Background: an optimization exercise with open tools, aiming at small area and a short achievable clock period. Do not read the settings as production practice.
Where RTL was checked, it was by simulation tests only, not by an equivalence proof against the original.
The RTL of runs 1, 2, 5 and 6 was laid out without a check of its function.
Power and IR drop assume default switching activity.

==> flow/flow/run.sh <==
#!/bin/bash
# Standard layout, with the port buffers made from buf_2 cells instead of
# the buffer that buffer_ports picks by default.
set -euo pipefail
echo "export BUFFER_PORTS_ARGS = -buffer_cell sky130_fd_sc_hd__buf_2" >> config.mk
bash standard.sh > standard_flow.log 2>&1
==> flow/standard.sh <==
#!/bin/bash
# synth_recipe.tcl (not shown) runs the flow's synth.tcl, then flattens the netlist and writes it again
# the make line also repeats each setting of config.mk as NAME=value (left out here)
make -C /OpenROAD-flow-scripts/flow DESIGN_CONFIG=/design/flow/config.mk WORK_HOME=/design/flow/orfs CLKGATE_MAP_FILE= SYNTH_SCRIPT=/design/flow/synth_recipe.tcl "${@:-finish}"
==> flow/config.mk <==
export PLATFORM = sky130hd
export DESIGN_NAME = qu_front_end
export DESIGN_NICKNAME = qu_front_end
export VERILOG_FILES = /design/flow/design.v
export SDC_FILE = /design/flow/constraint.sdc
export NUM_CORES = 4
export LEC_CHECK = 0
export CAP_MARGIN = 20
export CORE_MARGIN = 2
export CORE_UTILIZATION = 40
export SETUP_SLACK_MARGIN = 2.5
export SLEW_MARGIN = 20
export BUFFER_PORTS_ARGS = -buffer_cell sky130_fd_sc_hd__buf_2
==> flow/constraint.sdc <==
create_clock -name core_clock -period 5.0 [get_ports {clk}]
set_input_delay 1.0000 -clock core_clock [delete_from_list [all_inputs] [get_ports {clk}]]
set_output_delay 1.0000 -clock core_clock [all_outputs]
set_load 0.01 [all_outputs]
==> flow/design.v <==
package qu_pkg;
    localparam int instr_w = 32;
    localparam int pc_w = 32;
    localparam int arch_regs = 32;
    localparam int num_pregs = 48;
    localparam int preg_w = $clog2(num_pregs);
    localparam logic [6:0] opc_op = 7'b0110011;
    localparam logic [6:0] opc_op_imm = 7'b0010011;
    localparam logic [6:0] opc_lui = 7'b0110111;
    localparam logic [6:0] funct7_base = 7'b0000000;
    localparam logic [6:0] funct7_alt = 7'b0100000;
    localparam logic [1:0] kind_none = 2'b00;
    localparam logic [1:0] kind_op = 2'b01;
    localparam logic [1:0] kind_opi = 2'b10;
    localparam logic [1:0] kind_lui = 2'b11;
    localparam int rs_entry_w = 174;
endpackage
module qu_front_end (
    input  logic                          clk,
    input  logic                          rst_n,
    input  logic                          redirect,
    input  logic [qu_pkg::pc_w-1:0]       redirect_pc,
    output logic [qu_pkg::pc_w-1:0]       imem_addr,
    input  logic [qu_pkg::instr_w-1:0]    imem_data,
    output logic [qu_pkg::preg_w-1:0]     rf_rd1_addr,
    output logic [qu_pkg::preg_w-1:0]     rf_rd2_addr,
    input  logic [qu_pkg::instr_w-1:0]    rf_rd1_data,
    input  logic [qu_pkg::instr_w-1:0]    rf_rd2_data,
    input  logic                          wb_valid,
    input  logic [qu_pkg::preg_w-1:0]     wb_preg,
    input  logic                          free_valid,
    input  logic [qu_pkg::preg_w-1:0]     free_preg,
    input  logic                          rs_credit,
    output logic                          rs_valid,
    output logic [qu_pkg::rs_entry_w-1:0] rs_entry
);
    localparam int np = qu_pkg::num_pregs;
    logic [31:0] pc;
    logic [6:0]  fd_opc;
    logic [2:0]  fd_f3;
    logic        fd_base;
    logic        fd_alt;
    logic        fd_op;
    logic        fd_opi;
    logic        fd_lui;
    logic [1:0]  fd_kind;
    assign imem_addr = pc;
    assign fd_opc = imem_data[6:0];
    assign fd_f3 = imem_data[14:12];
    assign fd_base = (imem_data[31:25] == qu_pkg::funct7_base);
    assign fd_alt = (imem_data[31:25] == qu_pkg::funct7_alt);
    assign fd_op = (fd_opc == qu_pkg::opc_op)
                   && (fd_base || (fd_alt && (fd_f3 == 3'b000 || fd_f3 == 3'b101)));
    assign fd_opi = (fd_opc == qu_pkg::opc_op_imm)
                    && ((fd_f3 == 3'b001) ? fd_base : (fd_f3 == 3'b101) ? (fd_base || fd_alt) : 1'b1);
    assign fd_lui = (fd_opc == qu_pkg::opc_lui);
    assign fd_kind = (imem_data[11:7] == 5'd0) ? qu_pkg::kind_none
                   : {fd_opi || fd_lui, fd_op || fd_lui};
    logic [3:0]  f_v;
    logic [1:0]  f_rp;
    logic [26:0] f_mem [4];
    logic [26:0] f_head;
    logic        f_full;
    logic        f_empty;
    logic        f_push;
    logic        f_pop;
    logic        f_proper;
    logic        f_borrow;
    assign f_full = &f_v;
    assign f_empty = ~|f_v;
    assign f_push = !f_full && !redirect;
    assign f_head = f_mem[f_rp];
    assign f_proper = |f_head[26:25];
    assign f_borrow = f_full || (f_rp > pc[3:2]);
    always_ff @(posedge clk) begin
        if (f_push) begin
            f_mem[pc[3:2]] <= {fd_kind, imem_data[31:7]};
        end
    end
    always_ff @(posedge clk or negedge rst_n) begin
        if (!rst_n) begin
            pc <= '0;
            f_v <= '0;
            f_rp <= '0;
        end else if (redirect) begin
            pc <= redirect_pc;
            f_v <= '0;
            f_rp <= redirect_pc[3:2];
        end else begin
            if (f_push) begin
                pc <= pc + 32'd4;
                f_v[pc[3:2]] <= 1'b1;
            end
            if (f_pop) begin
                f_v[f_rp] <= 1'b0;
                f_rp <= f_rp + 2'd1;
            end
        end
    end
    logic [3:0]  d_t;        
    logic [1:0]  d_wp;
    logic [1:0]  d_rp;
    logic [42:0] d_mem [4];
    logic [42:0] d_rest;
    logic [16:0] h_f;
    logic [16:0] b_f [3];
    logic [2:0]  b_wp;
    logic [2:0]  b_rp;
    logic [16:0] b_head;
    logic [16:0] d_in_f;
    logic [42:0] d_in_rest;
    logic        d_full;
    logic        d_empty;
    logic        d_push;
    logic        d_many;
    logic        d_one;
    logic        take;
    assign d_full = d_t[3];
    assign d_empty = !d_t[0];
    assign d_one = d_t[0] && !d_t[1];
    assign d_many = d_t[1];
    assign d_rest = d_mem[d_rp];
    assign b_head = ({17{b_rp[0]}} & b_f[0]) | ({17{b_rp[1]}} & b_f[1]) | ({17{b_rp[2]}} & b_f[2]);
    assign d_in_f = {f_head[26:25], f_head[17:8], f_head[4:0]};
    assign d_in_rest = {pc[31:4], f_borrow, f_rp, pc[1:0], f_head[24:18], f_head[7:5]};
    assign f_pop = !f_empty && (!d_full || !f_proper);
    assign d_push = !f_empty && !d_full && f_proper;
    always_ff @(posedge clk) begin
        if (d_push) begin
            d_mem[d_wp] <= d_in_rest;
        end
    end
    logic h_load;
    logic b_push;
    logic b_pop;
    assign h_load = take || d_empty;
    assign b_push = d_push && !d_empty && !(take && d_one);
    assign b_pop = take && d_many;
    always_ff @(posedge clk) begin
        if (h_load) begin
            h_f <= d_many ? b_head : d_in_f;
        end
        for (int i = 0; i < 3; i++) begin
            if (d_push && b_wp[i]) begin
                b_f[i] <= d_in_f;
            end
        end
    end
    logic [1:0]  h_kind;
    logic [4:0]  h_rd;
    logic [4:0]  h_rs1;
    logic [4:0]  h_rs2;
    logic [5:0]  rat [1:31];
    logic [5:0]  rat_full [32];
    logic [np-1:0] free_map;
    logic [np-1:1] busy;
    logic [np-1:0] free_below;
    logic [np-1:0] lowest;
    logic        more_free;
    logic        any_free;
    logic [5:0]  alloc;
    logic        want;
    logic        drain;
    logic        cred_nz;
    logic [5:0]  old_p;
    logic [5:0]  src1_p;
    logic [5:0]  src2_p;
    assign h_kind = h_f[16:15];
    assign h_rs2 = h_f[14:10];
    assign h_rs1 = h_f[9:5];
    assign h_rd = h_f[4:0];
    always_comb begin
        free_below[0] = 1'b0;
        for (int i = 1; i < np; i++) begin
            free_below[i] = |(free_map & ((np'(1) << i) - np'(1)));
        end
        lowest = free_map & ~free_below;
        more_free = |(free_map & free_below);
        alloc = '0;
        for (int i = 0; i < np; i++) begin
            alloc = alloc | ({6{lowest[i]}} & 6'(i));
        end
    end
    always_comb begin
        rat_full[0] = 6'd0;
        for (int i = 1; i < 32; i++) begin
            rat_full[i] = rat[i];
        end
    end
    assign old_p = rat_full[h_rd];
    assign src1_p = (h_kind == qu_pkg::kind_lui) ? 6'd0 : rat_full[h_rs1];
    assign src2_p = (h_kind == qu_pkg::kind_op) ? rat_full[h_rs2] : 6'd0;
    logic        m_v;
    logic [59:0] m_op;
    logic [5:0]  m_rd_p;
    logic [5:0]  m_old_p;
    logic [5:0]  m_src1_p;
    logic [5:0]  m_src2_p;
    logic        m_acc;
    assign m_acc = !m_v || cred_nz;
    assign want = !d_empty && m_acc;
    assign take = want && any_free;
    always_ff @(posedge clk or negedge rst_n) begin
        if (!rst_n) begin
            d_t <= '0;
            d_wp <= '0;
            d_rp <= '0;
            b_wp <= 3'b001;
            b_rp <= 3'b001;
            m_v <= 1'b0;
        end else begin
            if (d_push && !take) begin
                d_t <= {d_t[2:0], 1'b1};
            end else if (take && !d_push) begin
                d_t <= {1'b0, d_t[3:1]};
            end
            if (d_push) begin
                d_wp <= d_wp + 2'd1;
            end
            if (take) begin
                d_rp <= d_rp + 2'd1;
            end
            if (b_push) begin
                b_wp <= {b_wp[1:0], b_wp[2]};
            end
            if (b_pop) begin
                b_rp <= {b_rp[1:0], b_rp[2]};
            end
            if (m_acc) begin
                m_v <= take;
            end
        end
    end
    always_ff @(posedge clk or negedge rst_n) begin
        if (!rst_n) begin
            for (int i = 1; i < 32; i++) begin
                rat[i] <= 6'(i);
            end
        end else if (take) begin
            for (int i = 1; i < 32; i++) begin
                if (h_rd == 5'(i)) begin
                    rat[i] <= alloc;
                end
            end
        end
    end
    always_ff @(posedge clk or negedge rst_n) begin
        if (!rst_n) begin
            for (int i = 0; i < np; i++) begin
                free_map[i] <= (i >= qu_pkg::arch_regs);
            end
            any_free <= 1'b1;
        end else begin
            for (int i = 0; i < np; i++) begin
                if (want && lowest[i]) begin
                    free_map[i] <= 1'b0;
                end
                if (free_valid && free_preg == 6'(i)) begin
                    free_map[i] <= 1'b1;
                end
            end
            any_free <= free_valid || (want ? more_free : any_free);
        end
    end
    always_ff @(posedge clk or negedge rst_n) begin
        if (!rst_n) begin
            busy <= '0;
        end else begin
            for (int i = 1; i < np; i++) begin
                if (wb_valid && wb_preg == 6'(i)) begin
                    busy[i] <= 1'b0;
                end
                if (want && lowest[i]) begin
                    busy[i] <= 1'b1;
                end
            end
        end
    end
    always_ff @(posedge clk) begin
        if (m_acc) begin
            m_op <= {d_rest[42:10], h_f[16:15], d_rest[9:3], h_f[14:5], d_rest[2:0], h_f[4:0]};
            m_rd_p <= alloc;
            m_old_p <= old_p;
            m_src1_p <= src1_p;
            m_src2_p <= src2_p;
        end
    end
    logic [2:0]  credits;
    logic [2:0]  credits_nx;
    logic        busy1;
    logic        busy2;
    logic        rdy1;
    logic        rdy2;
    logic [np-1:0] busy_all;
    assign busy_all = {busy, 1'b0};
    assign rf_rd1_addr = m_src1_p;
    assign rf_rd2_addr = m_src2_p;
    assign drain = m_v && cred_nz;
    assign busy1 = busy_all[m_src1_p];
    assign busy2 = busy_all[m_src2_p];
    assign credits_nx = credits - 3'(drain) + 3'(rs_credit);
    assign rdy1 = !busy1 || (wb_valid && wb_preg == m_src1_p);
    assign rdy2 = !busy2 || (wb_valid && wb_preg == m_src2_p);
    always_ff @(posedge clk or negedge rst_n) begin
        if (!rst_n) begin
            credits <= 3'd6;
            cred_nz <= 1'b1;
            rs_valid <= 1'b0;
        end else begin
            credits <= credits_nx;
            cred_nz <= (credits_nx != 3'd0);
            rs_valid <= drain;
        end
    end
    logic [27:0] e_pc_hi;
    logic        e_borrow;
    logic [31:0] e_pc;
    logic [1:0]  e_kind;
    logic [31:7] e_ins;
    logic        e_lui;
    logic        e_op;
    logic [2:0]  e_f3;
    logic        e_alt;
    logic [3:0]  e_alu;
    assign e_pc_hi = m_op[59:32];
    assign e_borrow = m_op[31];
    assign e_pc = {e_pc_hi - 28'(e_borrow), m_op[30:27]};
    assign e_kind = m_op[26:25];
    assign e_ins = m_op[24:0];
    assign e_lui = (e_kind == qu_pkg::kind_lui);
    assign e_op = (e_kind == qu_pkg::kind_op);
    assign e_f3 = e_ins[14:12];
    assign e_alt = e_ins[30] && (e_op || e_f3 == 3'b101);
    always_comb begin
        case (e_f3)
            3'b000: e_alu = e_alt ? 4'd1 : 4'd0;
            3'b001: e_alu = 4'd2;
            3'b010: e_alu = 4'd3;
            3'b011: e_alu = 4'd4;
            3'b100: e_alu = 4'd5;
            3'b101: e_alu = e_alt ? 4'd7 : 4'd6;
            3'b110: e_alu = 4'd8;
            default: e_alu = 4'd9;
        endcase
        if (e_lui) begin
            e_alu = 4'd10;
        end
    end
    always_ff @(posedge clk) begin
        rs_entry <= {
            e_pc,
            e_alu,
            e_ins[11:7],
            e_lui ? 5'd0 : e_ins[19:15],
            e_op ? e_ins[24:20] : 5'd0,
            !e_op,
            e_lui ? {e_ins[31:12], 12'd0} : {{20{e_ins[31]}}, e_ins[31:20]},
            m_rd_p,
            m_old_p,
            m_src1_p,
            m_src2_p,
            rdy1,
            rdy1 ? rf_rd1_data : 32'd0,
            rdy2,
            rdy2 ? rf_rd2_data : 32'd0
        };
    end
endmodule
==> results of run 1 <==
## logic make-up (layout without fill, tap and decap cells)
| logic type | Yosys count | count (layout) |
|---|---|---|
| xor+xnor | 70 | 70 |
| buf+inv | 260 | 924 |
| flops | 946 | 946 |
| mux | 156 | 156 |
| fa+ha+maj | 24 | 24 |
| other cells | 0 | 2 |
| simple gates | 1033 | 1038 |
| compound gates | 814 | 816 |
## layout by cell type, fill, tap and decap left out, drive strengths merged, types with 11 or more instances in the layout
cell type / instances
buf: 681
edfxtp: 432
nand2: 351
o21ai: 287
dfrtp: 238
nor2: 215
dfxtp: 174
clkbuf: 146
a21oi: 133
dfstp: 102
mux4: 101
a22oi: 95
nor2b: 86
nand3: 73
a22o: 70
nor3: 69
a221oi: 56
inv: 50
and2: 44
a222oi: 39
nand4: 39
xor2: 38
xnor2: 32
mux2: 31
clkinv: 30
nor4: 26
nand2b: 25
mux2i: 24
a31oi: 21
and3: 21
ha: 20
a21o: 19
or4: 18
or3: 16
nand3b: 13
a32o: 12
a211oi: 12
nor3b: 12
bufinv: 11
## metrics by stage
step           utilization, %  cell area [um2]  hold WS [ns]  setup WS, ns  total power (uW)
4_1_cts                  50.0            50100         0.341          2.09             32200
2_1_floorplan               -            40700         0.323          2.29             17400
3_5_place_dp             43.7            43800         0.327          1.56             21600
3_3_place_gp             43.7            43800         0.326          1.54             21500
6_report                 51.7            51800         0.339          2.07             33700
5_1_grt                  51.7            51800         0.344          2.00             34900
## registers in the layout, summed over array words and instances (netlist names), 3 cells and up
register,cells
b_f,51
m_old_p,6
rs_entry,174
busy,47
credits,3
m_op,60
m_src2_p,6
d_t,4
free_map,48
pc,32
f_v,4
b_wp,3
h_f,17
m_rd_p,6
m_src1_p,6
b_rp,3
d_mem,172
f_mem,108
rat,186
## area by class of cell
| cell class | count | share of cell area [%] |
|---|---|---|
| well taps | 1298 | 3.13 |
| multi-input cells | 2104 | 31.4 |
| inverters | 49 | 0.408 |
| flip-flops and latches | 946 | 48.5 |
| clock buffers | 139 | 5.45 |
| diodes | 2 | 0.00966 |
| repair buffers | 688 | 9.83 |
| clock inverters | 48 | 1.25 |
## layer usage
layer	vias to the layer above	wire length (um)	global-route usage [%]
li1	13700	-	-
met1	15800	57300	35.5
met2	1988	64600	41.6
met3	590	14700	6.51
met4	0	9550	14.3
met5	-	0	0
## what timing repair did
item	in CTS	in global routing
pin swaps	78	92
cloned	17	9
setup endpoints to repair	625	414
hold buffers	0	0
gates resized for setup	373	238
setup buffers	147	90
## path summary, 6_finish.rpt
kind,end,slack (ns),cells after the start
max in group asynchronous,d_rp[0],3.33,2
setup reg to reg,rat[23][2],2.07,13
min in group asynchronous,rat[6][5],0.36,1
setup / recovery,rat[23][2],2.07,13
hold / removal,rs_entry[89],0.34,0
hold reg to reg,rs_entry[89],0.34,0
## critical path, delay by kind of cell (launching register included)
family	cells	cell delay, ns
and+or+nand+nor	4	0.92
DFF	1	0.43
buffers and inverters	6	0.87
AOI/OAI and AO/OA	3	0.60
## power breakdown
part	switching, uW	internal [uW]	leakage (uW)
Combinational	7720	5530	0.00859
Clock	3180	4550	0.00167
Sequential	2030	10600	0.00961
==> impl_metrics.env, run 1 <==
export IMPL_status="no timing/DRC/antenna violations"
export IMPL_async_reset_ff_share_pct=35.9
export IMPL_cts_tree="yes"
export IMPL_critical_path_peak_fanout=8
export IMPL_rows=116
export IMPL_antenna_found_initial=3
export IMPL_hpwl_um=95000
export IMPL_grt_pass1_vias=30700
export IMPL_clockBufferDepth=3
export IMPL_crit_arrival_ns=3.55
export IMPL_cts_sinks=946
export IMPL_cts_root_buf="clkbuf_16"
export IMPL_slew_viol_final=0
export IMPL_power_density_nw_per_um2=649
export IMPL_synth_cell_types=88
export IMPL_required_ns=5.62
export IMPL_register_area_um2=25100
export IMPL_hold_viol=0
export IMPL_wl_um=146000
export IMPL_synth_avg_cell_area_um2=12.2
export IMPL_fmaxAchievable_ghz=0.341
export IMPL_die_width_um=322
export IMPL_grt_setup_unrepaired="true"
export IMPL_synth_compound_area_share_pct=13.3
export IMPL_yosys_area_top_type="edfxtp_1"
export IMPL_dieArea_um2=104000
export IMPL_grt_overflow_total=0
export IMPL_syn_area_um2=40400
export IMPL_drtIter0Drc=4343
export IMPL_fp_dieH_um=322
export IMPL_clk_pin_slew_ns=0.06
export IMPL_synth_adder_area_share_pct=0.743
export IMPL_synth_common_cells="edfxtp_1, nand2_1, o21ai_0"
export IMPL_grt_start_max_net_pins=111
export IMPL_nFillCells=8646
export IMPL_slew_headroom_pct=18.9
export IMPL_drt_first_pass_iters=7
export IMPL_synth_top_area_share_pct=32.1
export IMPL_insertion_delay_ns=0.71
export IMPL_hp_class="reg2reg"
export IMPL_ioPinCount=365
export IMPL_synth_fp_nets=3470
export IMPL_layout_min_cycle_time_ns=2.93
export IMPL_synthXorXnorAreaFrac_pct=1.52
export IMPL_synth_simple_gate_area_share_pct=12.5
export IMPL_cpMostUsedCell="buf_6"
export IMPL_startpoint_type="register"
export IMPL_reg2reg_from="free_map[1]"
export IMPL_synth_area_top_cells="edfxtp_1, dfrtp_1, dfxtp_1"
export IMPL_min_from="m_rd_p[5]"
export IMPL_synth_top_family_by_area="compound AO/OA/AOI/OAI gates"
export IMPL_worstMarginPinSlew_ns=1.21
export IMPL_syn_to_final_growth_pct=28.1
export IMPL_wl_per_cell_um=27.7
export IMPL_post_route_period_util_pct=58.6
export IMPL_drive_gt1_share_pct=37.5
export IMPL_postRouteAntennaNets=0
export IMPL_finClkSkew_ns=0.0397
export IMPL_synthCells=3303
export IMPL_num_nets_final=4055
export IMPL_multi_input_area_um2=16300
export IMPL_ys_ff_latch=946
export IMPL_drv_cap=0
export IMPL_htreeDepth=3
export IMPL_synth_mux_area_share_pct=7.08
export IMPL_yosys_warnings=4
export IMPL_worstSetupPathType="reg2reg"
export IMPL_cts_buffers=99
export IMPL_core_area_um2=100000
export IMPL_cp_startpoint="free_map[1]"
export IMPL_synth_edf_count=432
export IMPL_grt_usage_pct=27.0
export IMPL_io_buffer_count=364
export IMPL_synth_most_common_cell="edfxtp_1"
export IMPL_critical_path_max_stage_delay_ns=0.43
export IMPL_cp_slowest_cell="dfrtp_2"
export IMPL_end_kind="register"
export IMPL_route_detailed_drc=0
export IMPL_vdd_drop_max_uv=457
export IMPL_place_inst=4822
export IMPL_start_util_pct=40.4
export IMPL_setup_viol=0
export IMPL_place_congestion=1.02
export IMPL_yosysSeqAreaShare_pct=62.0
export IMPL_viasPerCell=6.07
export IMPL_tns_ns=0
export IMPL_crit_path_cell_trace="nor4_4 > buf_4 > nand4_4 > or3_4 > buf_6 > buf_6 > a2111oi_4 > a211o_1 > nor3_4 > buf_4 > buf_6 > buf_12 > a21oi_1"
export IMPL_p_leak_uw=0.0199
export IMPL_fin_cells=5274
export IMPL_synth_flop_cell="edfxtp_1"
export IMPL_grt_first_pass_wirelength_um=207000
export IMPL_num_vias=32000
==> run 2, diff against run 1 <==
==> flow/run.sh (new file) <==
#!/bin/bash
# synth_recipe.tcl (not shown) runs the flow's synth.tcl, then flattens the netlist and writes it again
# the make line also repeats each setting of config.mk as NAME=value (left out here)
make -C /OpenROAD-flow-scripts/flow DESIGN_CONFIG=/design/flow/config.mk WORK_HOME=/design/flow/orfs CLKGATE_MAP_FILE= SYNTH_SCRIPT=/design/flow/synth_recipe.tcl finish
--- a/flow/config.mk
+++ b/flow/config.mk
@@ -11,3 +11,2 @@
 export SETUP_SLACK_MARGIN = 2.5
 export SLEW_MARGIN = 20
-export BUFFER_PORTS_ARGS = -buffer_cell sky130_fd_sc_hd__buf_2
removed: flow/flow/run.sh
removed: flow/standard.sh
==> run 2 against run 1 <==
Combinational power hardly changed; clock-buffer cell count is 8 lower; final cell count is 0.47% higher; clock power is 0.5% lower; total power is 0.13% higher; die area stayed put; register-to-register slack better by 0.06 ns; non-clock buffer count is 24 higher; synthesized cell count stayed put; first-iteration DRC count is 8.3% lower; clock skew is 0.0016 ns higher; global-route usage is 0.20 points higher.
==> impl_metrics.env, run 2 <==
export IMPL_status="no timing/DRC/antenna violations"
export IMPL_hold_viol=0
export IMPL_hpwl_um=94200
export IMPL_setup_viol=0
export IMPL_crit_arrival_ns=3.47
export IMPL_drive_gt1_share_pct=29.5
export IMPL_worst_r2r_path_depth=7
export IMPL_critical_path_peak_fanout=3
export IMPL_grt_start_max_net_pins=104
export IMPL_power_density_nw_per_um2=631
export IMPL_biggestRegsByFlops="rat (186), rs_entry (174), d_mem (172)"
export IMPL_postRouteAntennaNets=0
export IMPL_grt_pass1_vias=30900
export IMPL_cts_sinks=946
export IMPL_drv_cap=0
export IMPL_core_area_um2=100000
export IMPL_synth_top_family_by_area="compound AO/OA/AOI/OAI gates"
export IMPL_grt_first_pass_wirelength_um=209000
export IMPL_final_cell_mix="edfxtp_1, nand2_1, buf_4"
export IMPL_viasPerCell=6.00
export IMPL_worstSetupPathType="reg2reg"
export IMPL_grt_usage_pct=27.2
export IMPL_place_inst=4816
export IMPL_vdd_drop_max_uv=396
export IMPL_synth_simple_gate_area_share_pct=12.5
export IMPL_num_vias=31800
export IMPL_io_buffer_count=364
export IMPL_yosysSeqAreaShare_pct=62.0
export IMPL_synth_top_area_share_pct=32.1
export IMPL_synth_mux_area_share_pct=7.08
export IMPL_nFillCells=8533
export IMPL_syn_area_um2=40400
export IMPL_fmaxAchievable_ghz=0.348
export IMPL_synth_cell_types=88
export IMPL_finClkSkew_ns=0.0413
export IMPL_insertion_delay_ns=0.72
export IMPL_synth_fp_nets=3470
export IMPL_dieArea_um2=104000
export IMPL_worst_r2r_setup_slack_ns=2.13
export IMPL_fp_dieH_um=322
export IMPL_synth_area_top_cells="edfxtp_1, dfrtp_1, dfxtp_1"
export IMPL_route_detailed_drc=0
export IMPL_synth_avg_cell_area_um2=12.2
export IMPL_startpoint_type="register"
export IMPL_largest_register="rat"
export IMPL_synth_flop_cell="edfxtp_1"
export IMPL_htreeDepth=3
export IMPL_wl_um=145000
export IMPL_start_util_pct=40.4
export IMPL_slew_headroom_pct=19.1
export IMPL_hp_class="in2async"
export IMPL_die_width_um=322
export IMPL_num_nets_final=4081
export IMPL_clockBufferDepth=3
export IMPL_worstMarginPinSlew_ns=1.20
export IMPL_largest_reg_flops=186
export IMPL_post_route_period_util_pct=57.4
export IMPL_synth_adder_area_share_pct=0.743
export IMPL_clk_pin_slew_ns=0.06
export IMPL_ys_ff_latch=946
export IMPL_antenna_found_initial=6
export IMPL_cts_root_buf="clkbuf_16"
export IMPL_synthXorXnorAreaFrac_pct=1.52
export IMPL_cts_buffers=98
export IMPL_place_congestion=1.05
export IMPL_end_kind="register"
export IMPL_synth_most_common_cell="edfxtp_1"
export IMPL_required_ns=5.61
export IMPL_drt_first_pass_iters=8
export IMPL_drtIter0Drc=3983
export IMPL_synthCells=3303
export IMPL_ioPinCount=365
export IMPL_grt_overflow_total=0
export IMPL_synth_edf_count=432
export IMPL_cts_tree="yes"
export IMPL_syn_to_final_growth_pct=32.1
export IMPL_grt_setup_unrepaired="true"
export IMPL_fin_cells=5299
export IMPL_p_leak_uw=0.0203
export IMPL_layout_min_cycle_time_ns=2.87
export IMPL_synth_compound_area_share_pct=13.3
export IMPL_yosys_area_top_type="edfxtp_1"
export IMPL_cp_startpoint="free_map[20]"
export IMPL_tns_ns=0
export IMPL_synth_common_cells="edfxtp_1, nand2_1, o21ai_0"
export IMPL_yosys_warnings=4
export IMPL_final_common_cell="edfxtp_1"
export IMPL_total_power_uw=33700
export IMPL_async_reset_ff_share_pct=35.9
export IMPL_slew_viol_final=0
export IMPL_worstReg2RegEnd="any_free"
export IMPL_rows=116
export IMPL_wl_per_cell_um=27.4
export IMPL_reg2reg_from="free_map[20]"
[run 2: area by class of cell]
class                      count  area [um2]  share of cell area, %
inverter                      49         198                  0.370
sequential                   946       25200                   47.1
clock buffer                 131        2840                   5.31
tap                         1298        1620                   3.04
multi-input combinational   2107       16200                   30.3
timing repair buffer         712        6740                   12.6
clock inverter                55         634                   1.19
antenna                        1        2.50                0.00468
[run 2: power by group]
| group | switching [uW] | internal (uW) |
|---|---|---|
| combinational | 7640 | 5790 |
| clock | 3190 | 4490 |
| sequential | 1940 | 10600 |
[run 2: worst max path at each step]
| stage | end | slack [ns] | depth (start not counted) |
|---|---|---|---|
| after floorplan | d_mem[0][0] | 2.29 | 6 |
| after global placement | rs_entry[9] | 1.64 | 6 |
| after detailed placement | f_rp[1] | 1.68 | 6 |
| after CTS | rf_rd2_addr[0] | 2.18 | 2 |
| after global routing | any_free | 2.11 | 7 |
| final | any_free | 2.13 | 7 |
[run 2: routing by layer]
metal | vias to the layer above | part of all wire, % | GRT usage, %
met5 | - | 0.024 | 0
met4 | 4 | 5.9 | 13.1
met3 | 543 | 9.6 | 6.76
met2 | 1921 | 45 | 42.2
met1 | 15600 | 40 | 35.8
li1 | 13700 | - | -
[run 2: per-stage QoR]
step	utilization (%)	setup WS (ns)	hold slack, ns	cell area, um2
after global routing	53.3	2.11	0.350	53400
after global placement	45.5	1.64	0.325	45500
after detailed placement	45.5	1.68	0.328	45600
final	53.3	2.13	0.307	53400
after floorplan	-	2.29	0.323	40700
after CTS	52.0	2.18	0.329	52100
[run 2: critical path, cell delays in order (launching register included)]
cell	delay, ns
dfrtp_2	0.43
or4_4	0.57
or2_4	0.28
or4_4	0.53
a2111o_1	0.41
nor4_2	0.28
and4_1	0.22
a31oi_1	0.07
[run 2: what timing repair did]
item / 4_1_cts / 5_1_grt
pin swaps: 73 / 74
setup endpoints to repair: 808 / 377
gates cloned: 19 / 7
gates resized for setup: 643 / 195
buffers inserted: 209 / 61
hold buffers: 0 / 0
[run 2: kinds of logic (layout without fill, tap and decap cells)]
kind of cell | count (synthesis) | count (layout)
XOR/XNOR | 70 | 70
adder cells (fa/ha/maj) | 24 | 24
AO/OA/AOI/OAI | 814 | 819
buffers and inverters | 260 | 947
other | 0 | 1
multiplexers | 156 | 156
flip-flops | 946 | 946
AND/OR/NAND/NOR | 1033 | 1038
==> run 3, diff against run 2 <==
--- a/flow/design.v
+++ b/flow/design.v
@@ -176,5 +176,4 @@
         end
         lowest = free_map & ~free_below;
-        more_free = |(free_map & free_below);
         alloc = '0;
         for (int i = 0; i < np; i++) begin
@@ -182,4 +181,27 @@
         end
     end
+    logic [23:0] fa1, ft1;
+    logic [11:0] fa2, ft2;
+    logic [5:0]  fa3, ft3;
+    logic [2:0]  fa4, ft4;
+    always_comb begin
+        for (int j = 0; j < 24; j++) begin
+            fa1[j] = free_map[2*j] | free_map[2*j+1];
+            ft1[j] = free_map[2*j] & free_map[2*j+1];
+        end
+        for (int j = 0; j < 12; j++) begin
+            fa2[j] = fa1[2*j] | fa1[2*j+1];
+            ft2[j] = ft1[2*j] | ft1[2*j+1] | (fa1[2*j] & fa1[2*j+1]);
+        end
+        for (int j = 0; j < 6; j++) begin
+            fa3[j] = fa2[2*j] | fa2[2*j+1];
+            ft3[j] = ft2[2*j] | ft2[2*j+1] | (fa2[2*j] & fa2[2*j+1]);
+        end
+        for (int j = 0; j < 3; j++) begin
+            fa4[j] = fa3[2*j] | fa3[2*j+1];
+            ft4[j] = ft3[2*j] | ft3[2*j+1] | (fa3[2*j] & fa3[2*j+1]);
+        end
+        more_free = |ft4 || (fa4[0] && fa4[1]) || (fa4[0] && fa4[2]) || (fa4[1] && fa4[2]);
+    end
     always_comb begin
         rat_full[0] = 6'd0;
@@ -188,7 +210,16 @@
         end
     end
-    assign old_p = rat_full[h_rd];
-    assign src1_p = (h_kind == qu_pkg::kind_lui) ? 6'd0 : rat_full[h_rs1];
-    assign src2_p = (h_kind == qu_pkg::kind_op) ? rat_full[h_rs2] : 6'd0;
+    logic        took;
+    logic [4:0]  p_rd;
+    logic [5:0]  p_preg;
+    logic        byp_rd;
+    logic        byp_rs1;
+    logic        byp_rs2;
+    assign byp_rd = took && (p_rd == h_rd);
+    assign byp_rs1 = took && (p_rd == h_rs1);
+    assign byp_rs2 = took && (p_rd == h_rs2);
+    assign old_p = byp_rd ? p_preg : rat_full[h_rd];
+    assign src1_p = (h_kind == qu_pkg::kind_lui) ? 6'd0 : byp_rs1 ? p_preg : rat_full[h_rs1];
+    assign src2_p = (h_kind == qu_pkg::kind_op) ? (byp_rs2 ? p_preg : rat_full[h_rs2]) : 6'd0;
     logic        m_v;
     logic [59:0] m_op;
@@ -198,4 +229,6 @@
     logic [5:0]  m_src2_p;
     logic        m_acc;
+    assign p_rd = m_op[4:0];
+    assign p_preg = m_rd_p;
     assign m_acc = !m_v || cred_nz;
     assign want = !d_empty && m_acc;
@@ -209,5 +242,7 @@
             b_rp <= 3'b001;
             m_v <= 1'b0;
+            took <= 1'b0;
         end else begin
+            took <= take;
             if (d_push && !take) begin
                 d_t <= {d_t[2:0], 1'b1};
@@ -237,8 +272,8 @@
                 rat[i] <= 6'(i);
             end
-        end else if (take) begin
+        end else if (took) begin
             for (int i = 1; i < 32; i++) begin
-                if (h_rd == 5'(i)) begin
-                    rat[i] <= alloc;
+                if (p_rd == 5'(i)) begin
+                    rat[i] <= p_preg;
                 end
             end
==> flow/flow/run.sh (new file) <==
#!/bin/bash
# Standard layout, with the port buffers made from buf_2 cells instead of
# the buffer that buffer_ports picks by default.
set -euo pipefail
echo "export BUFFER_PORTS_ARGS = -buffer_cell sky130_fd_sc_hd__buf_2" >> config.mk
bash standard.sh > standard_flow.log 2>&1
==> flow/standard.sh (new file) <==
#!/bin/bash
# synth_recipe.tcl (not shown) runs the flow's synth.tcl, then flattens the netlist and writes it again
# the make line also repeats each setting of config.mk as NAME=value (left out here)
make -C /OpenROAD-flow-scripts/flow DESIGN_CONFIG=/design/flow/config.mk WORK_HOME=/design/flow/orfs CLKGATE_MAP_FILE= SYNTH_SCRIPT=/design/flow/synth_recipe.tcl "${@:-finish}"
--- a/flow/config.mk
+++ b/flow/config.mk
@@ -11,2 +11,3 @@
 export SETUP_SLACK_MARGIN = 2.5
 export SLEW_MARGIN = 20
+export BUFFER_PORTS_ARGS = -buffer_cell sky130_fd_sc_hd__buf_2
removed: flow/run.sh
==> run 3 against run 2 <==
Total power decreased by 4.7%; first-iteration DRC count shrank 5.1%; critical endpoint is now m_old_p[3]; sequential share of layout area up 1.0 points.
==> impl_metrics.env, run 3 <==
export IMPL_status="no timing/DRC/antenna violations"
export IMPL_fin_cells=5301
export IMPL_cts_root_buf="clkbuf_16"
export IMPL_start_util_pct=40.2
export IMPL_post_route_period_util_pct=54.3
export IMPL_hp_class="reg2reg"
export IMPL_insertion_delay_ns=0.72
export IMPL_critical_path_max_stage_delay_ns=0.57
export IMPL_grt_pass1_vias=31300
export IMPL_largest_register="rat"
export IMPL_setup_viol=0
export IMPL_grt_first_pass_wirelength_um=247000
export IMPL_postRouteAntennaNets=0
export IMPL_synthCells=3344
export IMPL_place_congestion=1.07
export IMPL_final_common_cell="edfxtp_1"
export IMPL_finClkSkew_ns=0.0778
export IMPL_vdd_drop_max_uv=399
export IMPL_crit_arrival_ns=3.13
export IMPL_cts_sinks=947
export IMPL_layout_min_cycle_time_ns=2.71
export IMPL_p_seq_share_pct=41.4
export IMPL_synth_area_top_cells="edfxtp_1, dfrtp_1, dfxtp_1"
export IMPL_core_area_um2=105000
export IMPL_switchingPower_uw=12400
export IMPL_grt_overflow_total=0
export IMPL_place_area_um2=45500
export IMPL_synth_cell_types=82
export IMPL_hold_viol=0
export IMPL_rows=119
export IMPL_synth_common_cells="edfxtp_1, dfrtp_1, nand2_1"
export IMPL_cp_slowest_cell="or4_4"
export IMPL_wl_um=179000
export IMPL_end_kind="register"
export IMPL_p_leak_uw=0.0206
export IMPL_slew_headroom_pct=32.2
export IMPL_antenna_found_initial=11
export IMPL_num_vias=32500
export IMPL_crit_path_cell_trace="buf_6 > buf_12 > buf_6 > nor2_2 > and3_4 > a22o_1 > or4_4 > a2111oi_4 > o21ai_1"
export IMPL_route_detailed_drc=0
export IMPL_drive_gt1_share_pct=37.0
export IMPL_io_buffer_count=364
export IMPL_synth_most_common_cell="edfxtp_1"
export IMPL_comb_power_share_pct=34.8
export IMPL_cts_tree="yes"
export IMPL_grt_setup_unrepaired="true"
export IMPL_critical_path_peak_fanout=7
export IMPL_htreeDepth=3
export IMPL_power_internal_uw=19700
export IMPL_required_ns=5.42
export IMPL_largest_reg_flops=186
export IMPL_postLayoutCoreUtil_pct=49.7
export IMPL_worstSetupPathType="reg2reg"
export IMPL_fp_dieH_um=329
export IMPL_grt_start_max_net_pins=100
export IMPL_swShare_pct=38.6
export IMPL_cts_buffers=98
export IMPL_syn_to_final_growth_pct=23.6
export IMPL_drt_first_pass_iters=5
export IMPL_worstMarginPinSlew_ns=1.01
export IMPL_power_density_nw_per_um2=615
export IMPL_drv_cap=0
export IMPL_fin_area_um2=52200
export IMPL_synth_top_area_share_pct=30.7
export IMPL_synth_edf_count=432
export IMPL_fmaxAchievable_ghz=0.369
export IMPL_synth_avg_cell_area_um2=12.6
export IMPL_pwr_share_clk_pct=23.8
export IMPL_slew_viol_final=0
export IMPL_ioPinCount=365
export IMPL_biggestRegsByFlops="rat (186), rs_entry (174), d_mem (172)"
export IMPL_path_buf_inv=3
export IMPL_synth_fp_nets=3511
export IMPL_yosys_area_top_type="edfxtp_1"
export IMPL_place_inst=4933
export IMPL_crit_family="simple AND/OR/NAND/NOR gates"
export IMPL_hpwl_um=127000
export IMPL_clockBufferDepth=3
export IMPL_ys_ff_latch=947
export IMPL_tns_ns=0
export IMPL_synth_flop_cell="edfxtp_1"
export IMPL_drtIter0Drc=3780
export IMPL_yosysSeqAreaShare_pct=59.5
export IMPL_syn_area_um2=42200
export IMPL_async_reset_ff_share_pct=36.0
export IMPL_grt_usage_pct=32.3
export IMPL_die_width_um=329
export IMPL_yosys_warnings=4
export IMPL_clk_pin_slew_ns=0.06
export IMPL_viasPerCell=6.13
export IMPL_total_power_uw=32100
export IMPL_num_nets_final=3985
export IMPL_cpMostUsedCell="buf_6"
export IMPL_final_cell_mix="edfxtp_1, buf_2, nand2_1"
export IMPL_wl_per_cell_um=33.7
export IMPL_startpoint_type="register"
export IMPL_dieArea_um2=108000
[run 3: changes by cell type after synthesis, sizes merged, moves of 49 or more]
cell    delta
a21oi     -69
nand2    -115
o21ai    -142
nor2      -63
a221oi    -49
and2      +72
mux2     +190
[run 3: logic make-up after synthesis]
| family | after synthesis | synth area share [%] |
|---|---|---|
| adder cells (fa/ha/maj) | 21 | 0.640 |
| buffers and inverters | 298 | 2.95 |
| AND/OR/NAND/NOR | 1030 | 13.1 |
| multiplexers | 370 | 12.1 |
| XOR/XNOR | 87 | 1.80 |
| AO/OA/AOI/OAI | 591 | 9.90 |
| flip-flops | 947 | 59.5 |
[run 3: cell type report]
cell class | count | area (um2)
Fill cell | 9289 | 52800
Sequential cell | 947 | 25200
Multi-Input combinational cell | 2106 | 17200
Timing Repair Buffer | 621 | 4520
Clock buffer | 143 | 2920
Tap cell | 1391 | 1740
Clock inverter | 43 | 519
Inverter | 44 | 165
Antenna cell | 6 | 15.0
[run 3: final timing paths]
check	to	slack, ns	depth (start not counted)	from
max	m_old_p[3]	2.29	9	h_f[4]
min in group asynchronous	rat[18][3]	0.37	1	rst_n
min reg2reg	rs_entry[82]	0.30	0	m_old_p[4]
max in group asynchronous	free_map[17]	3.53	2	rst_n
min	rs_entry[82]	0.30	0	m_old_p[4]
max reg2reg	m_old_p[3]	2.29	9	h_f[4]
[run 3: per-stage QoR]
step,setup slack (ns),hold WS [ns]
final,2.29,0.304
after global routing,2.25,0.322
after CTS,2.28,0.318
after detailed placement,1.41,0.327
after global placement,1.42,0.326
after floorplan,2.52,0.323
[run 3: repair_timing]
action | 4_1_cts | 5_1_grt
resized for setup | 215 | 157
setup buffers | 100 | 58
pin swaps | 40 | 62
gates cloned | 11 | 6
hold buffers | 0 | 0
setup endpoints to repair | 454 | 182
[run 3: metal layers]
layer	vias to the layer above	wire [um]	GRT usage (%)
met5	-	95	0
met1	16600	75600	44.8
li1	13700	-	-
met3	431	16800	7.66
met4	16	9770	16.1
met2	1804	76300	47.4
[run 3: power groups by stage]
stage	Sequential, uW	Clock (uW)	Combinational (uW)
finish	13300	7640	11200
global route	13300	8110	11700
CTS	13200	7790	10100
detailed placement	13600	0	8320
global placement	13600	0	8340
floorplan	11800	0	5200
==> run 4, diff against run 3 <==
--- a/flow/config.mk
+++ b/flow/config.mk
@@ -9,4 +9,6 @@
 export CORE_MARGIN = 2
 export CORE_UTILIZATION = 40
+export CTS_CLUSTER_DIAMETER = 100
+export CTS_CLUSTER_SIZE = 22
 export SETUP_SLACK_MARGIN = 2.5
 export SLEW_MARGIN = 20
==> run 4 against run 3 <==
Still clean; worst setup slack worse by 0.024 ns; via count decreased by 0.50%; combinational power hardly changed; first-iteration DRC count decreased by 1.1%; fmax is 0.87% lower; clock power shrank 39%; critical endpoint unchanged.
==> impl_metrics.env, run 4 <==
export IMPL_synth_fp_nets=3511
export IMPL_synth_adder_area_share_pct=0.640
export IMPL_hold_end="rs_entry[143]"
export IMPL_drt_first_pass_iters=6
export IMPL_synth_common_cells="edfxtp_1, dfrtp_1, nand2_1"
export IMPL_slew_headroom_pct=30.8
export IMPL_clockBufferDepth=3
export IMPL_slew_viol_final=0
export IMPL_postLayoutCoreUtil_pct=48.0
export IMPL_syn_area_um2=42200
export IMPL_rows=119
export IMPL_start_util_pct=40.2
export IMPL_worstMarginPinSlew_ns=1.03
export IMPL_synth_edf_count=432
export IMPL_grt_overflow_total=0
export IMPL_place_congestion=1.07
export IMPL_cts_sinks=947
export IMPL_fp_dieH_um=329
export IMPL_p_leak_uw=0.0197
export IMPL_layout_min_cycle_time_ns=2.74
export IMPL_worst_r2r_setup_slack_ns=2.26
export IMPL_postRouteAntennaNets=0
export IMPL_synthCells=3344
export IMPL_critical_path_max_stage_delay_ns=0.61
export IMPL_num_vias=32300
export IMPL_synth_cell_types=82
export IMPL_hold_viol=0
export IMPL_die_width_um=329
export IMPL_biggestRegsByFlops="rat (186), rs_entry (174), d_mem (172)"
export IMPL_wl_um=177000
export IMPL_end_kind="register"
export IMPL_crit_family="compound AO/OA/AOI/OAI gates"
export IMPL_cts_root_buf="clkbuf_16"
export IMPL_tns_ns=0
export IMPL_drive_gt1_share_pct=35.6
export IMPL_cp_slowest_cell="mux2i_1"
export IMPL_synth_area_top_cells="edfxtp_1, dfrtp_1, dfxtp_1"
export IMPL_grt_usage_pct=32.1
export IMPL_route_detailed_drc=0
export IMPL_largest_reg_flops=186
export IMPL_antenna_found_initial=11
export IMPL_reg2reg_from="h_f[1]"
export IMPL_fmaxAchievable_ghz=0.365
export IMPL_drv_cap=0
export IMPL_synth_top_area_share_pct=30.7
export IMPL_synth_top_family_by_area="simple AND/OR/NAND/NOR gates"
export IMPL_critical_path_peak_fanout=19
export IMPL_ys_ff_latch=947
export IMPL_yosys_area_top_type="edfxtp_1"
export IMPL_core_area_um2=105000
export IMPL_clk_pin_slew_ns=0.09
export IMPL_viasPerCell=6.20
export IMPL_grt_setup_unrepaired="true"
export IMPL_num_nets_final=3949
export IMPL_dp_slack_ns=1.41
export IMPL_worstReg2RegEnd="m_old_p[3]"
export IMPL_min_from="m_op[28]"
export IMPL_synth_simple_gate_area_share_pct=13.1
export IMPL_hp_class="reg2reg"
export IMPL_final_cell_mix="edfxtp_1, buf_2, nand2_1"
export IMPL_final_common_cell="edfxtp_1"
export IMPL_drtIter0Drc=3739
export IMPL_htreeDepth=2
export IMPL_place_area_um2=45500
export IMPL_crit_arrival_ns=3.16
export IMPL_total_power_uw=29100
export IMPL_hpwl_um=127000
export IMPL_cts_buffers=51
export IMPL_io_buffer_count=364
export IMPL_vdd_drop_max_uv=402
export IMPL_required_ns=5.43
export IMPL_cts_tree="yes"
export IMPL_synthXorXnorAreaFrac_pct=1.80
export IMPL_grt_start_max_net_pins=100
export IMPL_fin_ws_ns=2.26
export IMPL_yosysSeqAreaShare_pct=59.5
export IMPL_ioPinCount=365
export IMPL_setup_viol=0
export IMPL_insertion_delay_ns=0.71
export IMPL_largest_register="rat"
export IMPL_yosys_warnings=4
export IMPL_async_reset_ff_share_pct=36.0
export IMPL_worstSetupPathType="reg2reg"
export IMPL_status="no timing/DRC/antenna violations"
export IMPL_fin_area_um2=50400
export IMPL_startpoint_type="register"
export IMPL_dieArea_um2=108000
export IMPL_power_density_nw_per_um2=578
export IMPL_crit_path_cell_trace="buf_6 > mux2i_1 > nor3_1 > a41oi_1 > o2111ai_1 > a2111oi_4 > o21ai_1"
export IMPL_synth_compound_area_share_pct=9.90
export IMPL_synth_most_common_cell="edfxtp_1"
export IMPL_synth_flop_cell="edfxtp_1"
export IMPL_min_path_cells=0
export IMPL_post_route_period_util_pct=54.7
export IMPL_grt_first_pass_wirelength_um=245000
export IMPL_finClkSkew_ns=0.0511
export IMPL_grt_pass1_vias=30700
export IMPL_path_buf_inv=1
export IMPL_wl_per_cell_um=34.0
export IMPL_syn_to_final_growth_pct=19.2
export IMPL_worst_r2r_path_depth=7
export IMPL_synth_avg_cell_area_um2=12.6
export IMPL_synth_mux_area_share_pct=12.1
-- run 4: cell counts after synthesis --
Identical to the previous run, type by type.
-- run 4: cells by family (layout without fill, tap and decap cells) --
| logic type | Yosys count | after routing |
|---|---|---|
| xor+xnor | 87 | 87 |
| other cells | 0 | 4 |
| flops | 947 | 947 |
| buf+inv | 298 | 771 |
| mux | 370 | 370 |
| fa+ha+maj | 21 | 21 |
| simple gates | 1030 | 1036 |
| compound gates | 591 | 593 |
-- run 4: worst register-to-register path, cell delays in order, from the launching register on --
cell       delay (ns)
edfxtp_1         0.42
buf_6            0.28
mux2i_1          0.64
nor3_1           0.10
a41oi_1          0.28
o2111ai_1        0.23
a2111oi_4        0.41
o21ai_1          0.13
-- run 4: layout make-up --
class                           instances  area, um2
Sequential cell                       947      25200
Tap cell                             1391       1740
Inverter                               44        165
Fill cell                            9474      54600
Clock inverter                          9        136
Clock buffer                           87       1440
Multi-Input combinational cell       2107      17200
Timing Repair Buffer                  631       4500
Antenna cell                            4       10.0
-- run 4: worst max-delay path by stage --
stage          slack, ns         from  cells after the start      endpoint
2_1_floorplan       2.52   wb_preg[0]                      8  rs_entry[35]
3_3_place_gp        1.42      h_f[10]                      6   m_src2_p[4]
3_5_place_dp        1.41  m_src1_p[0]                      5  rs_entry[62]
4_1_cts             2.29       h_f[0]                      8    m_old_p[3]
5_1_grt             2.27       h_f[1]                      9    m_old_p[3]
6_report            2.26       h_f[1]                      7    m_old_p[3]
-- run 4: metal layers --
metal  wire [um]  global-route usage, %  up-vias
met3       17200                   6.88      400
met1       74200                   45.0    16600
met4       10100                   15.3       10
met2       75900                   47.5     1817
met5          62                      0        -
li1            -                      -    13500
-- run 4: timing repair --
action / in CTS / in global routing
gates resized for setup: 200 / 163
setup endpoints to repair: 447 / 211
pin swaps: 36 / 51
setup buffers: 104 / 64
hold buffers: 0 / 0
cloned: 13 / 5
-- run 4: stage by stage --
stage,hold WS [ns],instances
5_1_grt,0.355,5216
6_report,0.346,5220
4_1_cts,0.347,5146
3_3_place_gp,0.326,4931
2_1_floorplan,0.323,3344
3_5_place_dp,0.327,4933
-- run 4: where the power goes --
part	leakage [uW]	internal (uW)	switching (uW)
clock	0.000752	2030	2630
sequential	0.00968	10500	2770
combinational	0.00925	4770	6390
==> run 5, diff against run 4 <==
--- a/flow/design.v
+++ b/flow/design.v
@@ -72,9 +72,15 @@
     assign f_head = f_mem[f_rp];
     assign f_proper = |f_head[26:25];
+    logic [27:0] pc_dec;
+    logic [31:0] f_head_pc;
     assign f_borrow = f_full || (f_rp > pc[3:2]);
+    assign f_head_pc = {f_borrow ? pc_dec : pc[31:4], f_rp, pc[1:0]};
     always_ff @(posedge clk) begin
         if (f_push) begin
             f_mem[pc[3:2]] <= {fd_kind, imem_data[31:7]};
         end
+        if (f_push && pc[3:2] == 2'b11) begin
+            pc_dec <= pc[31:4];
+        end
     end
     always_ff @(posedge clk or negedge rst_n) begin
@@ -101,6 +107,6 @@
     logic [1:0]  d_wp;
     logic [1:0]  d_rp;
-    logic [42:0] d_mem [4];
-    logic [42:0] d_rest;
+    logic [41:0] d_mem [4];
+    logic [41:0] d_rest;
     logic [16:0] h_f;
     logic [16:0] b_f [3];
@@ -109,5 +115,5 @@
     logic [16:0] b_head;
     logic [16:0] d_in_f;
-    logic [42:0] d_in_rest;
+    logic [41:0] d_in_rest;
     logic        d_full;
     logic        d_empty;
@@ -123,5 +129,5 @@
     assign b_head = ({17{b_rp[0]}} & b_f[0]) | ({17{b_rp[1]}} & b_f[1]) | ({17{b_rp[2]}} & b_f[2]);
     assign d_in_f = {f_head[26:25], f_head[17:8], f_head[4:0]};
-    assign d_in_rest = {pc[31:4], f_borrow, f_rp, pc[1:0], f_head[24:18], f_head[7:5]};
+    assign d_in_rest = {f_head_pc, f_head[24:18], f_head[7:5]};
     assign f_pop = !f_empty && (!d_full || !f_proper);
     assign d_push = !f_empty && !d_full && f_proper;
@@ -139,5 +145,5 @@
     always_ff @(posedge clk) begin
         if (h_load) begin
-            h_f <= d_many ? b_head : d_in_f;
+            h_f <= h_next;
         end
         for (int i = 0; i < 3; i++) begin
@@ -213,15 +219,22 @@
     logic [4:0]  p_rd;
     logic [5:0]  p_preg;
-    logic        byp_rd;
     logic        byp_rs1;
     logic        byp_rs2;
-    assign byp_rd = took && (p_rd == h_rd);
-    assign byp_rs1 = took && (p_rd == h_rs1);
-    assign byp_rs2 = took && (p_rd == h_rs2);
-    assign old_p = byp_rd ? p_preg : rat_full[h_rd];
+    logic [16:0] h_next;
+    assign h_next = d_many ? b_head : d_in_f;
+    always_ff @(posedge clk or negedge rst_n) begin
+        if (!rst_n) begin
+            byp_rs1 <= 1'b0;
+            byp_rs2 <= 1'b0;
+        end else begin
+            byp_rs1 <= take && (h_next[9:5] == h_rd);
+            byp_rs2 <= take && (h_next[14:10] == h_rd);
+        end
+    end
     assign src1_p = (h_kind == qu_pkg::kind_lui) ? 6'd0 : byp_rs1 ? p_preg : rat_full[h_rs1];
     assign src2_p = (h_kind == qu_pkg::kind_op) ? (byp_rs2 ? p_preg : rat_full[h_rs2]) : 6'd0;
+    assign old_p = rat_full[p_rd];
     logic        m_v;
-    logic [59:0] m_op;
+    logic [58:0] m_op;
     logic [5:0]  m_rd_p;
     logic [5:0]  m_old_p;
@@ -313,8 +326,12 @@
     end
     always_ff @(posedge clk) begin
+        if (took) begin
+            m_old_p <= old_p;
+        end
+    end
+    always_ff @(posedge clk) begin
         if (m_acc) begin
-            m_op <= {d_rest[42:10], h_f[16:15], d_rest[9:3], h_f[14:5], d_rest[2:0], h_f[4:0]};
+            m_op <= {d_rest[41:10], h_f[16:15], d_rest[9:3], h_f[14:5], d_rest[2:0], h_f[4:0]};
             m_rd_p <= alloc;
-            m_old_p <= old_p;
             m_src1_p <= src1_p;
             m_src2_p <= src2_p;
@@ -348,6 +365,4 @@
         end
     end
-    logic [27:0] e_pc_hi;
-    logic        e_borrow;
     logic [31:0] e_pc;
     logic [1:0]  e_kind;
@@ -358,7 +373,5 @@
     logic        e_alt;
     logic [3:0]  e_alu;
-    assign e_pc_hi = m_op[59:32];
-    assign e_borrow = m_op[31];
-    assign e_pc = {e_pc_hi - 28'(e_borrow), m_op[30:27]};
+    assign e_pc = m_op[58:27];
     assign e_kind = m_op[26:25];
     assign e_ins = m_op[24:0];
@@ -392,5 +405,5 @@
             e_lui ? {e_ins[31:12], 12'd0} : {{20{e_ins[31]}}, e_ins[31:20]},
             m_rd_p,
-            m_old_p,
+            took ? old_p : m_old_p,
             m_src1_p,
             m_src2_p,
--- a/flow/config.mk
+++ b/flow/config.mk
@@ -11,5 +11,5 @@
 export CTS_CLUSTER_DIAMETER = 100
 export CTS_CLUSTER_SIZE = 22
-export SETUP_SLACK_MARGIN = 2.5
+export SETUP_SLACK_MARGIN = 2.6
 export SLEW_MARGIN = 20
 export BUFFER_PORTS_ARGS = -buffer_cell sky130_fd_sc_hd__buf_2
==> run 5 against run 4 <==
Sequential power hardly changed; register-to-register slack gained 0.20 ns; hold slack got worse by 0.065 ns; still clean on timing, DRC and antenna; area after synthesis shrank 0.53%; clock skew increased by 0.0061 ns.
==> impl_metrics.env, run 5 <==
export IMPL_status="no timing/DRC/antenna violations"
export IMPL_clk_pin_slew_ns=0.09
export IMPL_synth_most_common_cell="edfxtp_1"
export IMPL_drv_cap=0
export IMPL_cts_tree="yes"
export IMPL_biggestRegsByFlops="rat (186), rs_entry (169), d_mem (168)"
export IMPL_critical_path_max_stage_delay_ns=0.49
export IMPL_final_cell_mix="edfxtp_1, buf_2, mux2_2"
export IMPL_synthCells=3227
export IMPL_cts_hold_buf=0
export IMPL_drtIter0Drc=3613
export IMPL_cp_slowest_cell="edfxtp_1"
export IMPL_tns_ns=0
export IMPL_largest_register="rat"
export IMPL_synth_avg_cell_area_um2=13.0
export IMPL_io_buffer_count=364
export IMPL_die_width_um=328
export IMPL_place_congestion=1.10
export IMPL_wl_per_cell_um=35.9
export IMPL_hp_class="in2async"
export IMPL_crit_family="simple AND/OR/NAND/NOR gates"
export IMPL_final_common_cell="edfxtp_1"
export IMPL_synth_cell_types=88
export IMPL_place_area_um2=45600
export IMPL_async_reset_ff_share_pct=35.5
export IMPL_route_met2_wl_um=81000
export IMPL_comb_power_share_pct=39.9
export IMPL_worstMarginPinSlew_ns=1.08
export IMPL_start_util_pct=40.5
export IMPL_slew_viol_final=0
export IMPL_cts_root_buf="clkbuf_16"
export IMPL_insertion_delay_ns=0.73
export IMPL_htreeDepth=2
export IMPL_path_buf_inv=3
export IMPL_fmaxAchievable_ghz=0.395
export IMPL_p_seq_share_pct=44.0
export IMPL_dieArea_um2=108000
export IMPL_drive_gt1_share_pct=40.0
export IMPL_ys_ff_latch=966
export IMPL_top_layer_used="met5"
export IMPL_grt_setup_unrepaired="true"
export IMPL_slew_headroom_pct=27.8
export IMPL_antenna_found_initial=15
export IMPL_post_route_period_util_pct=50.7
export IMPL_worst_r2r_setup_slack_ns=2.47
export IMPL_end_kind="register"
export IMPL_worstReg2RegEnd="m_old_p[2]"
export IMPL_wl_met3_um=17100
export IMPL_vdd_drop_max_uv=460
export IMPL_hold_viol=0
export IMPL_num_vias=32100
export IMPL_crit_path_cell_trace="buf_6 > buf_12 > buf_6 > nand2b_4 > nor2_2 > a22o_1 > nor4_4 > nand3_1 > or4_1"
export IMPL_synth_edf_count=455
export IMPL_yosys_warnings=4
export IMPL_worst_r2r_path_depth=9
export IMPL_grt_start_max_net_pins=103
export IMPL_largest_reg_flops=186
export IMPL_viasPerCell=6.16
export IMPL_core_area_um2=104000
export IMPL_grt_overflow_total=0
export IMPL_clockBufferDepth=3
export IMPL_synth_area_top_cells="edfxtp_1, dfrtp_1, dfxtp_1"
export IMPL_grt_first_pass_wirelength_um=255000
export IMPL_pwr_share_clk_pct=16.1
export IMPL_startpoint_type="register"
export IMPL_synth_flop_cell="edfxtp_1"
export IMPL_crit_arrival_ns=2.95
export IMPL_hpwl_um=132000
export IMPL_postRouteAntennaNets=0
export IMPL_critical_path_peak_fanout=7
export IMPL_cts_sinks=966
export IMPL_switchingPower_uw=11900
export IMPL_wl_um=187000
export IMPL_wl_met1_um=77500
export IMPL_ioPinCount=365
export IMPL_finClkSkew_ns=0.0573
export IMPL_synth_top_area_share_pct=32.5
export IMPL_yosys_area_top_type="edfxtp_1"
export IMPL_syn_area_um2=42000
export IMPL_route_detailed_drc=0
export IMPL_p_leak_uw=0.0198
export IMPL_synth_fp_nets=3392
export IMPL_num_nets_final=3953
export IMPL_syn_to_final_growth_pct=22.1
export IMPL_swShare_pct=40.1
export IMPL_cts_buffers=52
export IMPL_layout_min_cycle_time_ns=2.53
export IMPL_cpMostUsedCell="buf_6"
export IMPL_grt_usage_pct=34.1
export IMPL_rows=118
export IMPL_required_ns=5.42
export IMPL_fin_area_um2=51300
export IMPL_worstSetupPathType="reg2reg"
export IMPL_synth_common_cells="edfxtp_1, mux2_2, dfrtp_1"
export IMPL_reg2reg_from="m_op[4]"
export IMPL_power_density_nw_per_um2=580
export IMPL_setup_viol=0
export IMPL_yosysSeqAreaShare_pct=61.3
export IMPL_grt_pass1_vias=31000
export IMPL_power_internal_uw=17800
export IMPL_drt_first_pass_iters=6
export IMPL_fp_dieH_um=328
## run 5: changes by cell type in the layout (fill, tap and decap cells not counted), moves of 23 or more
cell      delta
o21ai_0     -61
buf_4       +40
buf_6       +23
and2_4      +43
edfxtp_1    +23
a22oi_1     +30
and2_1      -47
o21ai_1     +50
nand3_1     -39
## run 5: layer usage
metal	up-vias	track usage, %
li1	13400	-
met1	16400	46.6
met2	1801	50.9
met3	437	7.75
met4	14	17.7
met5	-	0
## run 5: final cells by class
class                           instances  area, um2
Antenna cell                            7       17.5
Timing Repair Buffer                  686       4990
Fill cell                            9208      52500
Clock buffer                           90       1470
Tap cell                             1380       1730
Inverter                               50        191
Sequential cell                       966      25800
Multi-Input combinational cell       2032      16900
Clock inverter                          8        159
## run 5: power groups by stage
stage | sequential (uW) | combinational (uW) | clock (uW)
4_1_cts | 13000 | 10900 | 4890
6_report | 13100 | 11900 | 4790
2_1_floorplan | 11900 | 5010 | 0
3_3_place_gp | 13500 | 8440 | 0
3_5_place_dp | 13500 | 8370 | 0
5_1_grt | 13100 | 12300 | 5150
## run 5: how the worst max path moves through the flow
stage                     start            to  slack [ns]  cells after the start
floorplan               cred_nz       b_wp[1]        2.60                      7
global placement        h_f[14]   m_src2_p[5]        1.04                      6
detailed placement  m_src1_p[0]  rs_entry[61]        1.48                      6
CTS                     m_op[4]    m_old_p[2]        2.42                      9
global route            m_op[4]    m_old_p[2]        2.42                      9
finish                  m_op[4]    m_old_p[2]        2.47                      9
## run 5: metrics by stage
step	worst slack [ns]	std cells	total power [uW]	util (%)	hold WS (ns)
final	2.47	5219	29700	49.4	0.281
after global routing	2.42	5215	30600	49.4	0.341
after CTS	2.42	5152	28800	48.3	0.302
after detailed placement	1.48	4869	21900	43.9	0.327
after global placement	1.04	4867	22000	43.9	0.325
after floorplan	2.60	3227	17000	-	0.323
## run 5: repair_timing
action	CTS	global route
buffers inserted	170	56
endpoints found under the setup margin	750	310
gates cloned	15	4
pin swaps	84	86
resized for setup	320	156
## run 5: cells by family after synthesis
family	count (synthesis)	synth area share (%)
AO/OA/AOI/OAI	610	10.3
XOR/XNOR	66	1.38
adder cells (fa/ha/maj)	21	0.631
buffers and inverters	239	2.32
flip-flops	966	61.3
multiplexers	370	12.2
AND/OR/NAND/NOR	955	11.9
==> run 6, diff against run 5 <==
--- a/flow/config.mk
+++ b/flow/config.mk
@@ -11,5 +11,5 @@
 export CTS_CLUSTER_DIAMETER = 100
 export CTS_CLUSTER_SIZE = 22
-export SETUP_SLACK_MARGIN = 2.6
+export SETUP_SLACK_MARGIN = 2.9
 export SLEW_MARGIN = 20
 export BUFFER_PORTS_ARGS = -buffer_cell sky130_fd_sc_hd__buf_2
==> run 6 against run 5 <==
Combinational power up 8%; global-route usage up 0.051 points; synthesized cell count unchanged; clock-buffer cell count unchanged; via count up 2.9%; die area unchanged; final cell count up 2.4%; fmax up 1.7%; total power up 3.8%; largest power group unchanged; clock skew down 0.027 ns; critical path depth down 3; critical path type unchanged; hold slack worse by 0.048 ns.
==> impl_metrics.env, run 6 <==
export IMPL_status="no timing/DRC/antenna violations"
export IMPL_synth_most_common_cell="edfxtp_1"
export IMPL_fin_area_um2=54600
export IMPL_place_area_um2=45800
export IMPL_synth_avg_cell_area_um2=13.0
export IMPL_layout_min_cycle_time_ns=2.49
export IMPL_worstSetupPathType="reg2reg"
export IMPL_synth_edf_count=455
export IMPL_synth_top_area_share_pct=32.5
export IMPL_rows=118
export IMPL_final_common_cell="edfxtp_1"
export IMPL_finClkSkew_ns=0.0305
export IMPL_required_ns=5.43
export IMPL_startpoint_type="register"
export IMPL_end_kind="register"
export IMPL_cts_root_buf="clkbuf_16"
export IMPL_syn_area_um2=42000
export IMPL_fin_ws_ns=2.51
export IMPL_p_leak_uw=0.0212
export IMPL_vdd_drop_max_uv=383
export IMPL_largest_reg_flops=186
export IMPL_final_cell_mix="edfxtp_1, buf_4, buf_2"
export IMPL_synth_common_cells="edfxtp_1, mux2_2, dfrtp_1"
export IMPL_drive_gt1_share_pct=48.0
export IMPL_biggestRegsByFlops="rat (186), rs_entry (169), d_mem (168)"
export IMPL_drt_first_pass_iters=6
export IMPL_crit_arrival_ns=2.92
export IMPL_postRouteAntennaNets=0
export IMPL_worstMarginPinSlew_ns=1.07
export IMPL_grt_first_pass_wirelength_um=257000
export IMPL_place_congestion=1.14
export IMPL_synthCells=3227
export IMPL_hp_class="in2async"
export IMPL_grt_start_max_net_pins=87
export IMPL_drv_cap=0
export IMPL_num_vias=33100
export IMPL_post_route_period_util_pct=49.8
export IMPL_wl_per_cell_um=35.2
export IMPL_hpwl_um=129000
export IMPL_grt_usage_pct=34.2
export IMPL_fp_dieH_um=328
export IMPL_p_seq_share_pct=43.2
export IMPL_clockBufferDepth=3
export IMPL_grtUsageMet2_pct=50.8
export IMPL_synth_area_top_cells="edfxtp_1, dfrtp_1, dfxtp_1"
export IMPL_holdWs_ns=0.233
export IMPL_hold_viol=0
export IMPL_slew_headroom_pct=27.8
export IMPL_comb_power_share_pct=41.3
export IMPL_core_area_um2=104000
export IMPL_cts_tree="yes"
export IMPL_synth_flop_cell="edfxtp_1"
export IMPL_top_usage_layer="met2"
export IMPL_pwr_share_clk_pct=15.5
export IMPL_yosys_warnings=4
export IMPL_syn_to_final_growth_pct=29.9
export IMPL_power_density_nw_per_um2=566
export IMPL_grt_use_met3_pct=8.00
export IMPL_async_reset_ff_share_pct=35.5
export IMPL_dieArea_um2=108000
export IMPL_swShare_pct=39.7
export IMPL_synth_cell_types=88
export IMPL_tns_ns=0
export IMPL_grt_setup_unrepaired="true"
export IMPL_fmaxAchievable_ghz=0.402
export IMPL_setup_viol=0
export IMPL_cts_buffers=52
export IMPL_largest_register="rat"
export IMPL_antenna_found_initial=9
export IMPL_wl_um=188000
export IMPL_power_internal_uw=18600
export IMPL_viasPerCell=6.19
export IMPL_clk_pin_slew_ns=0.09
export IMPL_grt_pass1_vias=31800
export IMPL_io_buffer_count=364
export IMPL_synth_fp_nets=3392
export IMPL_insertion_delay_ns=0.70
export IMPL_ys_ff_latch=966
export IMPL_start_util_pct=40.5
export IMPL_switchingPower_uw=12300
export IMPL_die_width_um=328
export IMPL_cts_hold_buf=0
export IMPL_global_route_usage_met1_pct=46.9
export IMPL_htreeDepth=2
export IMPL_cts_sinks=966
export IMPL_num_nets_final=4077
export IMPL_route_detailed_drc=0
export IMPL_slew_viol_final=0
export IMPL_critical_path_peak_fanout=10
export IMPL_drtIter0Drc=3956
export IMPL_yosysSeqAreaShare_pct=61.3
export IMPL_grt_overflow_total=0
export IMPL_yosys_area_top_type="edfxtp_1"
export IMPL_ioPinCount=365
export IMPL_dp_slack_ns=1.32
==> run 6: cell count changes in the layout (fill, tap and decap cells not counted), moves of 28 or more <==
cell | before | now
mux2_2 | 238 | 210
dfxtp_2 | 2 | 88
buf_2 | 356 | 231
buf_4 | 235 | 272
nand2_1 | 226 | 191
dfxtp_1 | 166 | 77
mux2_4 | 4 | 32
buf_6 | 56 | 225
==> run 6: worst paths after layout <==
check | start | end | slack (ns) | cells past startpoint
min | rst_n | pc[19] | 0.23 | 1
min in group core_clock | m_op[57] | rs_entry[172] | 0.34 | 0
max in group asynchronous | rst_n | rat[24][4] | 3.72 | 2
max reg2reg | m_op[1] | m_old_p[2] | 2.51 | 6
min reg2reg | m_op[57] | rs_entry[172] | 0.34 | 0
max | m_op[1] | m_old_p[2] | 2.51 | 6
==> run 6: repair_timing <==
item,4_1_cts,5_1_grt
endpoints found under the setup margin,1196,865
buffers inserted,239,94
endpoints found under the hold margin,0,0
pin swaps,117,124
resized for setup,670,357
gates cloned,40,1
==> run 6: layout make-up <==
type	instances	area [um2]
sequential	966	25900
clock buffer	90	1480
inverter	50	211
timing repair buffer	784	6790
clock inverter	8	131
multi-input combinational	2058	18300
fill	8831	49200
tap	1380	1730
antenna	8	20.0
==> run 6: stage by stage <==
step,power (uW),utilization (%),std cells
final,30900,52.6,5344
after global routing,31800,52.6,5340
after CTS,29400,50.3,5241
after detailed placement,21800,44.1,4864
after global placement,21900,44.1,4863
after floorplan,17200,-,3227
==> run 6: cells by family after synthesis <==
logic type                 after synthesis  share of synthesized area (%)
DFF                                    966                           61.3
AOI/OAI and AO/OA                      610                           10.3
adders and majority gates               21                          0.631
xor gates and xnor gates                66                           1.38
and+or+nand+nor                        955                           11.9
buffers and inverters                  239                           2.32
muxes                                  370                           12.2
==> run 6: critical path: stages, from the launching register on <==
cell and delay [ns]:
edfxtp_1 0.56, buf_6 0.20, buf_4 0.18, nor3b_2 0.20, a221oi_2 0.45, a21oi_2 0.09
or4_4 0.55
==> run 6: power groups by stage <==
| stage | Combinational, uW | Clock (uW) | Sequential (uW) |
|---|---|---|---|
| floorplan | 5200 | 0 | 12000 |
| global placement | 8290 | 0 | 13600 |
| detailed placement | 8280 | 0 | 13500 |
| CTS | 11400 | 4900 | 13100 |
| global route | 13300 | 5160 | 13300 |
| finish | 12800 | 4800 | 13300 |
==> run 6: per-layer routing <==
metal | vias up | share of wire, %
met5 | - | 0.015
met4 | 4 | 6.4
met3 | 420 | 9.8
met2 | 1900 | 43
met1 | 17000 | 41
li1 | 13700 | -

-- port drivers added, routing unchanged --
The results above use ideal ports. As a check the final layouts listed here were re-extracted and re-timed, cells and wires unchanged.
Step 1: set_driving_cell puts a clkbuf_16 on clk and a buf_2 on each other input, an assumption about the parent block.
Step 2, shift: input delay + t, output delay - t, t = (earliest + latest rising clock arrival at the registers) / 2. This alone moves slack from input paths to output paths.
Slacks: ideal / step 1 / step 2; pairs: ideal / step 1.
run	t (ns)	setup WS [ns]	worst setup path at the end
run 1	0.757	2.069 / 2.069 / 1.856	input to register
run 2	0.767	2.130 / 2.130 / 1.732	input to register
run 3	0.752	2.287 / 2.287 / 2.117	input to register
run 4	0.767	2.263 / 2.263 / 2.059	input to register
run 5	0.778	2.467 / 2.414 / 2.166	input to register
run 6	0.757	2.510 / 2.483 / 2.301	input to register
After both steps setup and hold are still met in every run listed. The setup slack of run 2, which loses most, moves by 0.000 ns with the drivers and by -0.398 ns with both steps.
